From an optimization exercise on the open Yosys and OpenROAD flow, aimed at small area, a short achievable clock period and few clock cycles per item; shortcuts taken in it are not production practice.
RTL that was checked went through simulation tests only; none was proved equivalent to the original.

Setup of north:
## rx_flow_top
module rx_flow_top (
     input  logic                       clk
    ,input  logic                       rst_n
    ,input  logic                       hdr_val
    ,input  logic   [183:0]             hdr
    ,output logic                       hdr_rdy
    ,output logic                       tx_req_val
    ,output logic   [163:0]             tx_req
    ,input  logic                       tx_rdy
    ,output logic                       new_flow_val
    ,output logic   [98:0]              new_flow
    ,output logic                       drop_val
);
    localparam int NF = rx_pkg::FLOW_CNT;
    localparam int HW = 96 + 32 + 16 + 1;
    rx_pkg::rx_hdr_t        h_in;
    logic   [HW-1:0]        hin;
    assign h_in = hdr;
    assign hin  = {h_in.tuple, h_in.seq_num, h_in.payload_len, h_in.flags[rx_pkg::TCP_FLAG_SYN]};
    logic   [HW-1:0]        q;
    logic                   q_v;
    logic                   out_free;        
    assign out_free = !tx_req_val || tx_rdy;
    assign hdr_rdy  = !q_v || out_free;
    always_ff @(posedge clk) begin
        if (!rst_n)        q_v <= 1'b0;
        else if (hdr_rdy)  q_v <= hdr_val;
    end
    always_ff @(posedge clk) begin
        if (hdr_rdy) q <= hin;
    end
    logic   [95:0]          t_in;
    logic   [31:0]          seq;
    logic   [15:0]          len;
    logic                   syn;
    assign {t_in, seq, len, syn} = q;
    logic   [NF-1:0]        valid;
    logic   [95:0]          tup  [0:NF-1];
    logic   [31:0]          exps [0:NF-1];
    logic   [NF-1:0]        free_oh;         
    logic   [NF-1:0]        match;
    logic   [NF-1:0]        seq_eq;
    logic                   hit;
    logic                   full;
    logic   [2:0]           hit_id;
    logic   [2:0]           free_id;
    always_comb begin
  ...
==> module rx_flow_top, before the edit <==
module rx_flow_top (
     input  logic                       clk
    ,input  logic                       rst_n
    ,input  logic                       hdr_val
    ,input  logic   [183:0]             hdr
    ,output logic                       hdr_rdy
    ,output logic                       tx_req_val
    ,output logic   [163:0]             tx_req
    ,input  logic                       tx_rdy
    ,output logic                       new_flow_val
    ,output logic   [98:0]              new_flow
    ,output logic                       drop_val
);
    localparam int NF = rx_pkg::FLOW_CNT;
    localparam int HW = 96 + 32 + 16 + 1;
    rx_pkg::rx_hdr_t        h_in;
    logic   [HW-1:0]        hin;
    assign h_in = hdr;
    assign hin  = {h_in.tuple, h_in.seq_num, h_in.payload_len, h_in.flags[rx_pkg::TCP_FLAG_SYN]};
    logic   [HW-1:0]        q;
    logic                   q_v;
    logic                   out_free;        
    assign out_free = !tx_req_val || tx_rdy;
    assign hdr_rdy  = !q_v || out_free;
    always_ff @(posedge clk) begin
        if (!rst_n)        q_v <= 1'b0;
        else if (hdr_rdy)  q_v <= hdr_val;
    end
    always_ff @(posedge clk) begin
        if (hdr_rdy) q <= hin;
    end
    logic   [95:0]          t_in;
    logic   [31:0]          seq;
    logic   [15:0]          len;
    logic                   syn;
    assign {t_in, seq, len, syn} = q;
    logic   [NF-1:0]        valid;
    logic   [95:0]          tup  [0:NF-1];
    logic   [31:0]          exps [0:NF-1];
    logic   [NF-1:0]        free_oh;         
    logic   [NF-1:0]        match;
    logic   [NF-1:0]        seq_eq;
    logic                   hit;
    logic                   full;
    logic   [2:0]           hit_id;
    logic   [2:0]           free_id;
    always_comb begin
        for (int i = 0; i < NF; i++) begin
            free_oh[i] = !valid[i] && (i == 0 || valid[(i == 0) ? 0 : i-1]);
            match[i]   = valid[i] && (tup[i] == t_in);
            seq_eq[i]  = (exps[i] == seq);
        end
    end
    assign hit  = |match;
    assign full = valid[NF-1];
    always_comb begin
        hit_id  = '0;
        free_id = '0;
        for (int i = 0; i < NF; i++) begin
            if (match[i])   hit_id  = hit_id  | 3'(i);
            if (free_oh[i]) free_id = free_id | 3'(i);
        end
    end
    logic                   accept;
    logic                   is_new;
    logic                   is_est;
    assign accept   = q_v && out_free;
    assign is_new   = syn && !hit && !full;
    assign is_est   = !syn && hit;
    logic   [31:0]          seq_inc;
    logic   [31:0]          seq_len;
    logic   [31:0]          wdata;
    logic   [31:0]          exp_hit;
    logic                   eq_hit;
    logic   [31:0]          ack;
    assign seq_inc = seq + 32'd1;
    assign seq_len = seq + 32'(len);
    assign wdata   = syn ? seq_inc : seq_len;
    always_comb begin
        exp_hit = '0;
        eq_hit  = 1'b0;
        for (int i = 0; i < NF; i++) begin
            exp_hit = exp_hit | (exps[i] & {32{match[i]}});
            eq_hit  = eq_hit  | (seq_eq[i] & match[i]);
        end
    end
    assign ack = syn ? seq_inc : (eq_hit ? seq_len : exp_hit);
    always_ff @(posedge clk) begin
        for (int i = 0; i < NF; i++) begin
            if (free_oh[i]) tup[i] <= t_in;
            if ((free_oh[i] && syn) || (q_v && !syn && match[i] && seq_eq[i]))
                exps[i] <= wdata;
        end
    end
    always_ff @(posedge clk) begin
        if (!rst_n)                 valid <= '0;
        else if (accept && is_new)  valid <= valid | free_oh;
    end
    logic                   kind_q;
    logic   [2:0]           id_q;
    logic   [95:0]          t_q;
    logic   [31:0]          ack_q;
    always_ff @(posedge clk) begin
        if (!rst_n) begin
            tx_req_val   <= 1'b0;
            new_flow_val <= 1'b0;
            drop_val     <= 1'b0;
        end else begin
            tx_req_val   <= accept ? (is_new || is_est) : (tx_req_val && !tx_rdy);
            new_flow_val <= accept && is_new;
            drop_val     <= accept && !is_new && !is_est;
        end
    end
    always_ff @(posedge clk) begin
        if (out_free) begin
            kind_q <= !syn;
            id_q   <= syn ? free_id : hit_id;
            t_q    <= t_in;
            ack_q  <= ack;
        end
    end
    rx_pkg::tx_req_t        tx_s;
    assign tx_s.kind           = rx_pkg::tx_kind_e'(kind_q);
    assign tx_s.flowid         = id_q;
    assign tx_s.tuple.src_ip   = t_q[63:32];
    assign tx_s.tuple.dst_ip   = t_q[95:64];
    assign tx_s.tuple.src_port = t_q[15:0];
    assign tx_s.tuple.dst_port = t_q[31:16];
    assign tx_s.seq_num        = rx_pkg::SERVER_ISN | 32'(kind_q);
    assign tx_s.ack_num        = ack_q;
    assign tx_req   = tx_s;
    assign new_flow = {id_q, t_q};
endmodule
clock: 8.0 ns
lec_check: 0
cap_margin: 20
core_margin: 2
core_utilization: 40
place_density: 0.6
setup_slack_margin: 4.5
slew_margin: 20
run.sh (not shown) runs the stock make flow with config.mk's settings and CLKGATE_MAP_FILE= SYNTH_SCRIPT=/design/flow/synth_recipe.tcl, a recipe that flattens the netlist after the stock synthesis.
The flow did not stop early for north: all stages ran, and the layout cleared the timing, design-rule and antenna checks.
Testbench counts of north, summed over its fixed seeds: cycles 12,864, headers 12,800.
## Diff of input files: south against north
--- a/flow/design.v
+++ b/flow/design.v
@@ -58,16 +58,28 @@
     assign h_in = hdr;
     assign hin  = {h_in.tuple, h_in.seq_num, h_in.payload_len, h_in.flags[rx_pkg::TCP_FLAG_SYN]};
     logic   [HW-1:0]        q;
+    logic   [HW-1:0]        skid;
     logic                   q_v;
+    logic                   skid_v;
     logic                   out_free;        
     assign out_free = !tx_req_val || tx_rdy;
-    assign hdr_rdy  = !q_v || out_free;
+    assign hdr_rdy  = !skid_v;
     always_ff @(posedge clk) begin
-        if (!rst_n)        q_v <= 1'b0;
-        else if (hdr_rdy)  q_v <= hdr_val;
+        if (!rst_n) begin
+            q_v    <= 1'b0;
+            skid_v <= 1'b0;
+        end else begin
+            if (!q_v || out_free) begin
+                q_v    <= skid_v || hdr_val;
+                skid_v <= 1'b0;
+            end else if (hdr_val && !skid_v) begin
+                skid_v <= 1'b1;
+            end
+        end
     end
     always_ff @(posedge clk) begin
-        if (hdr_rdy) q <= hin;
+        if (!q_v || out_free) q <= skid_v ? skid : hin;
+        if (!skid_v)          skid <= hin;
     end
     logic   [95:0]          t_in;
     logic   [31:0]          seq;
Findings:
Taking north over south, the total via count after detailed routing ratio works out to 0.882.
Changes observed in south relative to north: clock-buffer cell count went up by 3, reg-to-reg setup timing slack up 140 ps, post-synthesis mux area share grew by 2.5 points, highest clock frequency the design can meet higher, die area rose 12%.
In south, the arrival time of the worst setup path came out 70 ps below the value in north.
south vs north: total length of routed met2 wires up by a little under 10%
For south, only the layout was checked, not whether the RTL still works.

[separate check: timing with driven ports]
Ports are ideal in the flow. The routed layouts listed here were re-timed in OpenROAD. Step 1 sets driving cells, clkbuf_16 on the clock port and buf_2 on the other inputs (assumed; they add their load-dependent delay and slew). Step 2 adds t to the input delays and takes it off the output delays; t is the mean of the earliest and latest rising clock arrival at the registers after step 1. Input paths then give back, and output paths get back, about the clock's delay inside the block. Slacks: no drivers / after step 1 / after step 2; pairs: no drivers / after step 1.
run	t (ns)	slack for setup (ns)	worst hold slack (ns)	worst register clock-pin slew, ns	pins driven straight from the clock port
north	0.867	4.295 / 4.274 / 4.120	0.459 / 0.459 / 0.459	0.07 / 0.07	1
south	0.877	4.438 / 4.438 / 3.846	0.449 / 0.449 / 0.449	0.06 / 0.06	1
After both steps every run listed still meets setup and hold. For south, which loses most, drivers alone change the setup slack by 0.000 ns; drivers and shift together by -0.592 ns.
